Background: an optimization exercise with open tools, aiming at small area, a short achievable clock period and few clock cycles. Do not read the settings as production practice.
Only simulation tests tie the RTL to the original design; equivalence was not proved.

Setup of the reference run:
Design raster_top, start of the top module:
module raster_top (
    input  logic                clk_i,
    input  logic                nrst_i,
    input  raster_pkg::addr_t   s_awaddr_i,
    input  logic                s_awvalid_i,
    output logic                s_awready_o,
    input  logic [31:0]         s_wdata_i,
    input  logic                s_wvalid_i,
    output logic                s_wready_o,
    output logic                s_bvalid_o,
    input  logic                s_bready_i,
    input  raster_pkg::addr_t   s_araddr_i,
    input  logic                s_arvalid_i,
    output logic                s_arready_o,
    output logic [31:0]         s_rdata_o,
    output logic                s_rvalid_o,
    input  logic                s_rready_i
);
    function automatic logic [47:0] rca48(input logic [47:0] a, input logic [47:0] b, input logic ci);
        logic c;
        c = ci;
        for (int i = 0; i < 48; i++) begin
            rca48[i] = a[i] ^ b[i] ^ c;
            c = (a[i] & b[i]) | (a[i] & c) | (b[i] & c);
        end
    endfunction
    function automatic logic [32:0] rca33(input logic [32:0] a, input logic [32:0] b, input logic ci);
        logic c;
        c = ci;
        for (int i = 0; i < 33; i++) begin
            rca33[i] = a[i] ^ b[i] ^ c;
            c = (a[i] & b[i]) | (a[i] & c) | (b[i] & c);
        end
    endfunction
    function automatic logic [31:0] rca32(input logic [31:0] a, input logic [31:0] b, input logic ci);
        logic c;
        c = ci;
        for (int i = 0; i < 32; i++) begin
            rca32[i] = a[i] ^ b[i] ^ c;
            c = (a[i] & b[i]) | (a[i] & c) | (b[i] & c);
        end
    endfunction
    function automatic logic [16:0] rca17(input logic [16:0] a, input logic [16:0] b, input logic ci);
        logic c;
        c = ci;
        for (int i = 0; i < 17; i++) begin
            rca17[i] = a[i] ^ b[i] ^ c;
  ...
For scale: ~7300 cells after synthesis, roughly 770 flip-flops, ~88 I/O pins, roughly 61000 sq um of cells after synthesis.
clock: 220.0 ns
lec_check: 0
abc_area: 1
abc_clock_period_in_ps: 40000
cap_margin: 20
cell_pad_in_sites_detail_placement: 1
cell_pad_in_sites_global_placement: 2
core_margin: 2
core_utilization: 35
cts_cluster_diameter: 150
cts_cluster_size: 16
gpl_routability_driven: 1
slew_margin: 20
standard.sh (not shown) runs the stock make flow with config.mk's settings and CLKGATE_MAP_FILE= SYNTH_SCRIPT=/design/flow/synth_recipe.tcl, a recipe that flattens the netlist after the stock synthesis.
==> flow/flow/run.sh <==
#!/bin/bash
# Own flow: the standard layout (standard.sh, unchanged synthesis) with
# two changes: port buffers are buf_2 instead of the default delay buffer,
# and the timing repair steps improve every path whose slack is below the
# margin, so the paths from the inputs and to the outputs get sized too.
set -o pipefail
export BUFFER_PORTS_ARGS="-buffer_cell sky130_fd_sc_hd__buf_2"
export SETUP_SLACK_MARGIN=175.0
export MATCH_CELL_FOOTPRINT=0
bash standard.sh > standard.log 2>&1
The flow did not stop early for the reference run: all stages ran, and the layout cleared the timing, DRC and antenna checks.
Testbench counts of the reference run, summed over its fixed seeds: cycles 33,684.
Changes in the trial run relative to the reference run:
- CTS_CLUSTER_SIZE changed from 16 to 20
-- flow/flow/run.sh --
<<< the reference run, line 8
export SETUP_SLACK_MARGIN=175.0
export MATCH_CELL_FOOTPRINT=0
>>> the trial run, line 8
export SETUP_SLACK_MARGIN=174.8
[summary]
- | final period utilization | the reference run vs the trial run | ≈ equal |
- Total of clock buffers placed in the layout: the trial run vs the reference run down 21
- Summary of the trial run over the reference run: number of cells on the worst reg-to-reg path lower, initial antenna violation count higher, count of multi-input combinational gates roughly the same, number of gates given a new drive strength after cts lower, critical path depth roughly the same.
- Register-to-register slack on the trial run is up relative to the reference run.
- Diff the reference run -> the trial run: post-synthesis instance total neither gained nor lost much; finished layout cell area lost 0.52%.


wip/maple:
Starting RTL as in the previous note.
## raster_top
module raster_top (
    input  logic                clk_i,
    input  logic                nrst_i,
    input  raster_pkg::addr_t   s_awaddr_i,
    input  logic                s_awvalid_i,
    output logic                s_awready_o,
    input  logic [31:0]         s_wdata_i,
    input  logic                s_wvalid_i,
    output logic                s_wready_o,
    output logic                s_bvalid_o,
    input  logic                s_bready_i,
    input  raster_pkg::addr_t   s_araddr_i,
    input  logic                s_arvalid_i,
    output logic                s_arready_o,
    output logic [31:0]         s_rdata_o,
    output logic                s_rvalid_o,
    input  logic                s_rready_i
);
clock: 220.0 ns
lec_check: 0
abc_area: 1
abc_clock_period_in_ps: 40000
cap_margin: 20
cell_pad_in_sites_detail_placement: 1
cell_pad_in_sites_global_placement: 2
core_margin: 2
core_utilization: 35
cts_cluster_diameter: 150
cts_cluster_size: 16
gpl_routability_driven: 1
slew_margin: 20
==> flow/flow/run.sh <==
#!/bin/bash
# Own flow: the standard layout (standard.sh, unchanged synthesis) with
# two changes: port buffers are buf_2 instead of the default delay buffer,
# and the timing repair steps improve every path whose slack is below the
# margin, so the paths from the inputs and to the outputs get sized too.
set -o pipefail
export BUFFER_PORTS_ARGS="-buffer_cell sky130_fd_sc_hd__buf_2"
export SETUP_SLACK_MARGIN=174.8
bash standard.sh > standard.log 2>&1
Testbench counts of wip/maple, summed over its fixed seeds: cycles 33,684.
For wip/delta, these inputs were changed with respect to wip/maple:
diff --git a/flow/flow/run.sh b/flow/flow/run.sh
--- a/flow/flow/run.sh
+++ b/flow/flow/run.sh
@@ -6,4 +6,4 @@
 set -o pipefail
 export BUFFER_PORTS_ARGS="-buffer_cell sky130_fd_sc_hd__buf_2"
-export SETUP_SLACK_MARGIN=174.8
+export SETUP_SLACK_MARGIN=175.2
 bash standard.sh > standard.log 2>&1
Findings:
wip/delta | status: complete | timing, DRC, antenna: pass
wip/maple -> wip/delta: number of input and output port buffers inserted delta 0, exact match
Detailed-route vias per instance: wip/delta vs wip/maple, no meaningful difference
On placed instance count, wip/delta and wip/maple are basically level.
wip/delta and wip/maple ended up with roughly the same minimum hold slack.
Largest fanout of any net on the critical path in wip/delta is 2 higher than in wip/maple
In the tables for wip/delta and wip/maple, worst max-slew margin expressed relative to the limit reads lower with wip/maple.
On final cycle utilization of the critical path, wip/delta tracks wip/maple almost exactly.
Row register-to-register slack: wip/delta lower / wip/maple higher
Looking at maximum clock skew at final layout, wip/delta sits below wip/maple.
[inputs] wip/amber vs wip/delta
# wip/delta
export LEC_CHECK = 0
export ABC_AREA = 1
export ABC_CLOCK_PERIOD_IN_PS = 40000
export CAP_MARGIN = 20
export CELL_PAD_IN_SITES_DETAIL_PLACEMENT = 1
export CELL_PAD_IN_SITES_GLOBAL_PLACEMENT = 2
export CORE_MARGIN = 2
export CORE_UTILIZATION = 35
export CTS_CLUSTER_DIAMETER = 150
export CTS_CLUSTER_SIZE = 16
export GPL_ROUTABILITY_DRIVEN = 1
export SLEW_MARGIN = 20
create_clock -name core_clock -period 220.0 [get_ports {clk_i}]
# wip/amber
export LEC_CHECK = 0
export ABC_AREA = 1
export ABC_CLOCK_PERIOD_IN_PS = 40000
export CAP_MARGIN = 20
export CELL_PAD_IN_SITES_DETAIL_PLACEMENT = 1
export CELL_PAD_IN_SITES_GLOBAL_PLACEMENT = 2
export CORE_MARGIN = 2
export CORE_UTILIZATION = 35
export CTS_CLUSTER_DIAMETER = 150
export CTS_CLUSTER_SIZE = 16
export GPL_ROUTABILITY_DRIVEN = 1
export GPL_TIMING_DRIVEN = 0
export SLEW_MARGIN = 20
create_clock -name core_clock -period 220.0 [get_ports {clk_i}]
diff --git a/flow/flow/run.sh b/flow/flow/run.sh
--- a/flow/flow/run.sh
+++ b/flow/flow/run.sh
@@ -6,4 +6,4 @@
 set -o pipefail
 export BUFFER_PORTS_ARGS="-buffer_cell sky130_fd_sc_hd__buf_2"
-export SETUP_SLACK_MARGIN=175.2
+export SETUP_SLACK_MARGIN=174.8
 bash standard.sh > standard.log 2>&1
wip/amber: PASS, flow complete, no timing, DRC or antenna violations. wip/delta reached the final stage; the timing, DRC and antenna checks on its layout passed. Lower number of vias per cell goes to wip/delta over wip/amber. Going from wip/delta to wip/amber, final design utilization rose by 0.15 points; total of fill cells in the finished design increased by about 0.6% relative to the old numbers.
The following lists how wip/ember was set up differently from wip/amber:
# wip/amber
export LEC_CHECK = 0
export ABC_AREA = 1
export ABC_CLOCK_PERIOD_IN_PS = 40000
export CAP_MARGIN = 20
export CELL_PAD_IN_SITES_DETAIL_PLACEMENT = 1
export CELL_PAD_IN_SITES_GLOBAL_PLACEMENT = 2
export CORE_MARGIN = 2
export CORE_UTILIZATION = 35
export CTS_CLUSTER_DIAMETER = 150
export CTS_CLUSTER_SIZE = 16
export GPL_ROUTABILITY_DRIVEN = 1
export GPL_TIMING_DRIVEN = 0
export SLEW_MARGIN = 20
create_clock -name core_clock -period 220.0 [get_ports {clk_i}]
# wip/ember
export LEC_CHECK = 0
export ABC_AREA = 1
export ABC_CLOCK_PERIOD_IN_PS = 40000
export CAP_MARGIN = 20
export CELL_PAD_IN_SITES_DETAIL_PLACEMENT = 1
export CELL_PAD_IN_SITES_GLOBAL_PLACEMENT = 2
export CORE_MARGIN = 2
export CORE_UTILIZATION = 35
export GPL_ROUTABILITY_DRIVEN = 1
export SLEW_MARGIN = 20
create_clock -name core_clock -period 220.0 [get_ports {clk_i}]
## What came out
Count of placed standard cells in the final layout, fillers left out: wip/ember vs wip/amber down 154
Taking wip/amber as the reference, in wip/ember global routing usage summed across all routing layers dropped 4.3 points; area occupied by multi-input gates climbed 0.36%; setup slack of the critical path after layout dropped 51 ps; wire length dropped about 11%.


Starting RTL as in the previous note.
export LEC_CHECK = 0
export ABC_AREA = 1
export ABC_CLOCK_PERIOD_IN_PS = 40000
export CAP_MARGIN = 20
export CELL_PAD_IN_SITES_DETAIL_PLACEMENT = 1
export CELL_PAD_IN_SITES_GLOBAL_PLACEMENT = 2
export CORE_MARGIN = 2
export CORE_UTILIZATION = 35
export CTS_CLUSTER_DIAMETER = 150
export CTS_CLUSTER_SIZE = 16
export GPL_ROUTABILITY_DRIVEN = 1
export SLEW_MARGIN = 20
create_clock -name core_clock -period 220.0 [get_ports {clk_i}]
==> flow/flow/run.sh <==
#!/bin/bash
# Own flow: the standard layout (standard.sh, unchanged synthesis) with
# two changes: port buffers are buf_2 instead of the default delay buffer,
# and the timing repair steps improve every path whose slack is below the
# margin, so the paths from the inputs and to the outputs get sized too.
set -o pipefail
export BUFFER_PORTS_ARGS="-buffer_cell sky130_fd_sc_hd__buf_2"
export SETUP_SLACK_MARGIN=174.6
export MATCH_CELL_FOOTPRINT=0
bash standard.sh > standard.log 2>&1
Testbench counts at the start, summed over its fixed seeds: cycles 33,684.
Edit:
--- a/flow/flow/run.sh
+++ b/flow/flow/run.sh
@@ -9 +8,0 @@
-export MATCH_CELL_FOOTPRINT=0
Result: The new run finished with timing, DRC and antenna clean; worst setup slack is unchanged; routed wire length stays the same; cell area is unchanged; die area does not change; non-clock buffer count stays the same; worst hold slack is unchanged.
Edit:
--- a/flow/flow/run.sh
+++ b/flow/flow/run.sh
@@ -8 +8 @@
-export SETUP_SLACK_MARGIN=174.6
+export SETUP_SLACK_MARGIN=174.8
--- a/flow/config.mk
+++ b/flow/config.mk
@@ -10 +10 @@
-export CAP_MARGIN = 20
+export CAP_MARGIN = 0
@@ -18 +18 @@
-export SLEW_MARGIN = 20
+export SLEW_MARGIN = 0
Outcome:
- via count goes down slightly
- worst hold slack improved by 0.0065 ns
- flip-flop and latch count stays the same
- worst setup slack got worse by 0.039 ns
- register-to-register slack improved by 0.21 ns


## v2
Another version of the RTL of raster_top (not shown whole).
Size: ~7300 cells after synthesis, ~770 flip-flops, ~88 I/O pins, roughly 61000 sq um of cells after synthesis.
==> flow/config.mk <==
export PLATFORM = sky130hd
export DESIGN_NAME = raster_top
export DESIGN_NICKNAME = raster_top
export VERILOG_FILES = /design/flow/design.v
export SDC_FILE = /design/flow/constraint.sdc
export NUM_CORES = 8
export LEC_CHECK = 0
export ABC_AREA = 1
export ABC_CLOCK_PERIOD_IN_PS = 40000
export CAP_MARGIN = 20
export CELL_PAD_IN_SITES_DETAIL_PLACEMENT = 0
export CELL_PAD_IN_SITES_GLOBAL_PLACEMENT = 0
export CORE_MARGIN = 2
export CORE_UTILIZATION = 35
export CTS_CLUSTER_DIAMETER = 150
export CTS_CLUSTER_SIZE = 20
export GPL_ROUTABILITY_DRIVEN = 1
export SLEW_MARGIN = 20
==> flow/constraint.sdc <==
create_clock -name core_clock -period 220.0 [get_ports {clk_i}]
set_input_delay 44.0000 -clock core_clock [delete_from_list [all_inputs] [get_ports {clk_i}]]
set_output_delay 44.0000 -clock core_clock [all_outputs]
set_load 0.01 [all_outputs]
==> flow/flow/run.sh <==
#!/bin/bash
# Own flow: the standard layout (standard.sh, unchanged synthesis) with
# two changes: port buffers are buf_2 instead of the default delay buffer,
# and the timing repair steps improve every path whose slack is below the
# margin, so the paths from the inputs and to the outputs get sized too.
set -o pipefail
export BUFFER_PORTS_ARGS="-buffer_cell sky130_fd_sc_hd__buf_2"
export SETUP_SLACK_MARGIN=174.6
bash standard.sh > standard.log 2>&1
In summary, v2 completed successfully, with a layout that passed the timing, DRC and antenna checks.
Testbench counts of v2, summed over its fixed seeds: cycles 33,452.
Modified inputs, v55 compared to v2
--- a/flow/config.mk
+++ b/flow/config.mk
@@ -11,2 +11,2 @@
-export CELL_PAD_IN_SITES_DETAIL_PLACEMENT = 0
-export CELL_PAD_IN_SITES_GLOBAL_PLACEMENT = 0
+export CELL_PAD_IN_SITES_DETAIL_PLACEMENT = 1
+export CELL_PAD_IN_SITES_GLOBAL_PLACEMENT = 2
Findings:
Worst-margin pin slew for v55: 0.053 ns up relative to v2
Taking v2 as the reference, in v55 post-layout minimum cycle time shows an increase of 0.067 ns, worst setup slack shows a reduction of 0.067 ns, detailed-router iteration count before antenna repair shows a reduction of 4.
Looking at timing endpoint of the critical path, the rdata_q[25]$_DFFE_PP_ result is from v2; the s_rdata_o[5] one comes from v55.
Compared with v2, in v55 number of global-route vias before repair went up, period utilization neither gained nor lost much, core utilization stayed essentially flat, initial antenna violation count fell 3.
v55 ended with every stage complete and zero timing, DRC or antenna violations.
v2 completed every stage of the flow, and the final layout passed the timing, DRC and antenna checks.
diff inputs: v55 => v22
--- a/flow/config.mk
+++ b/flow/config.mk
@@ -14 +14 @@
-export CORE_UTILIZATION = 35
+export CORE_UTILIZATION = 45
@@ -16 +16 @@
-export CTS_CLUSTER_SIZE = 20
+export CTS_CLUSTER_SIZE = 16
Findings:
The run showing the smaller worst hold slack is v22.
Final instance count without filler cells: v22 vs v55 down about 5.5%
The wire length of the first global-routing pass in v22 was lower than what v55 gave.
Compare v22 and v55 | average vias per placed instance higher: v22
v55 → v22: number of placed instances, taps included saw a decrease, fraction of cell area in non-clock buffers saw little to no change.
Any difference in portion of the clock cycle consumed by the worst path in the final layout between v22 and v55 is small enough to ignore.
Re number of buffers and inverters on the critical path: v22 is 3 up on v55.
Going from v55 to v22, routed wire length shrank by a little under 10%.
v22 vs. v55: final design instance area without fill -0.76%, maximum cell stage delay along the critical path increased 0.28 ns.
Modified inputs, v6 compared to v22
--- a/flow/flow/run.sh
+++ b/flow/flow/run.sh
@@ -7 +7 @@
-export BUFFER_PORTS_ARGS="-buffer_cell sky130_fd_sc_hd__buf_2"
+export BUFFER_PORTS_ARGS="-buffer_cell sky130_fd_sc_hd__buf_4"
--- a/flow/config.mk
+++ b/flow/config.mk
@@ -14 +14 @@
-export CORE_UTILIZATION = 45
+export CORE_UTILIZATION = 35
Results
- Reported for v6 and v22, share of synthesized area occupied by flip-flops and latches turned out identical to the last digit.
- v6 has completed all stages; timing, DRC and antenna checks passed.
- v6 vs. v22: count of plain and timing-repair buffers picked up an extra 16; critical path depth shows a reduction of 6.


P:
Starting RTL as in the previous note.
Settings: LEC_CHECK=0, ABC_AREA=1, ABC_CLOCK_PERIOD_IN_PS=40000, CAP_MARGIN=20, CELL_PAD_IN_SITES_DETAIL_PLACEMENT=1, CELL_PAD_IN_SITES_GLOBAL_PLACEMENT=2, CORE_MARGIN=2, CORE_UTILIZATION=35, CTS_CLUSTER_DIAMETER=150, CTS_CLUSTER_SIZE=16, GPL_ROUTABILITY_DRIVEN=1, SLEW_MARGIN=20; clock period 220.0 ns.
==> flow/flow/run.sh <==
#!/bin/bash
# Own flow: the standard layout (standard.sh, unchanged synthesis) with
# two changes: port buffers are buf_2 instead of the default delay buffer,
# and the timing repair steps improve every path whose slack is below the
# margin, so the paths from the inputs and to the outputs get sized too.
set -o pipefail
export BUFFER_PORTS_ARGS="-buffer_cell sky130_fd_sc_hd__buf_2"
export SETUP_SLACK_MARGIN=174.6
bash standard.sh > standard.log 2>&1
Testbench counts of P, summed over its fixed seeds: cycles 33,452.
### P -> Q
- changing CTS_CLUSTER_SIZE from 16 to 20
- changing GPL_ROUTABILITY_DRIVEN from 1 to 0
--- outcome ---
- [Q vs P] worst hold-check slack: lower in Q
- ~same global-route usage in Q and P
- Taking P as the reference, in Q cell count essentially unchanged, met3 track demand over resource down 0.75 points.
### Q -> R
- changing GPL_ROUTABILITY_DRIVEN from 0 to 1
- setting PLACE_DENSITY to 0.75 for the first time
[summary]
Cell count delta (R -> Q): insignificant
Re detailed-routed wire length on met3: Q was lower than R.
Cmp R vs Q: count of buffer and inverter cells on the critical path higher in R
There was hardly any difference in post-route clock period utilization between R and Q.

afterwards: timing with drivers on the ports:
In the flow no input, the clock included, has a driving cell. The finished layouts below were timed again as built, in two steps. Step 1: set_driving_cell puts a clkbuf_16 on clk_i and a buf_2 on each other input, an assumption about the parent block. Step 2 moves the port delays by t, midway between the first and last clock arrival at a register: inputs arrive t later, outputs are due t later. That takes back most of the time a late clock gives input paths. a / b / c = ideal ports / drivers / drivers and shift; a / b = the first two.
| run | shift t [ns] | slack for setup (ns) | worst setup path after step 2 | clock arrival spread, ns | worst data-port slew with drivers (ns) |
|---|---|---|---|---|---|
| the reference run | 0.838 | 174.651 / 174.558 / 174.261 | input to register | 0.051 / 0.051 | 0.23 |
| the trial run | 0.834 | 174.426 / 174.334 / 174.058 | input to register | 0.064 / 0.063 | 0.24 |
| wip/maple | 0.853 | 174.386 / 174.293 / 173.989 | input to register | 0.066 / 0.067 | 0.21 |
| wip/delta | 0.838 | 174.688 / 174.593 / 174.396 | input to register | 0.057 / 0.057 | 0.21 |
| wip/amber | 0.836 | 174.457 / 174.368 / 174.011 | input to register | 0.064 / 0.064 | 0.04 |
| wip/ember | 0.845 | 174.406 / 174.320 / 174.030 | input to register | 0.039 / 0.039 | 0.22 |
| the first run of note 3 | 0.833 | 174.405 / 174.312 / 173.925 | input to register | 0.042 / 0.042 | 0.11 |
| the second run of note 3 | 0.833 | 174.405 / 174.312 / 173.925 | input to register | 0.042 / 0.042 | 0.11 |
| the third run of note 3 | 0.857 | 174.366 / 174.282 / 174.050 | input to register | 0.043 / 0.043 | 0.21 |
| v2 | 0.788 | 174.618 / 174.655 / 173.877 | input to register | 0.049 / 0.049 | 0.10 |
| v55 | 0.778 | 174.551 / 174.467 / 173.890 | input to register | 0.058 / 0.058 | 0.13 |
| v22 | 0.803 | 174.554 / 174.519 / 173.808 | input to register | 0.064 / 0.064 | 0.13 |
| v6 | 0.820 | 174.563 / 174.474 / 173.884 | input to register | 0.047 / 0.046 | 0.08 |
| P | 0.846 | 174.521 / 174.428 / 173.914 | input to register | 0.054 / 0.054 | 0.15 |
| Q | 0.781 | 174.609 / 174.517 / 173.916 | input to register | 0.050 / 0.050 | 0.11 |
| R | 0.778 | 174.625 / 174.578 / 173.911 | input to register | 0.052 / 0.052 | 0.11 |
After both steps setup and hold are still met in every run listed. The setup slack of v22, which loses most, moves by -0.035 ns with the drivers and by -0.746 ns with both steps.
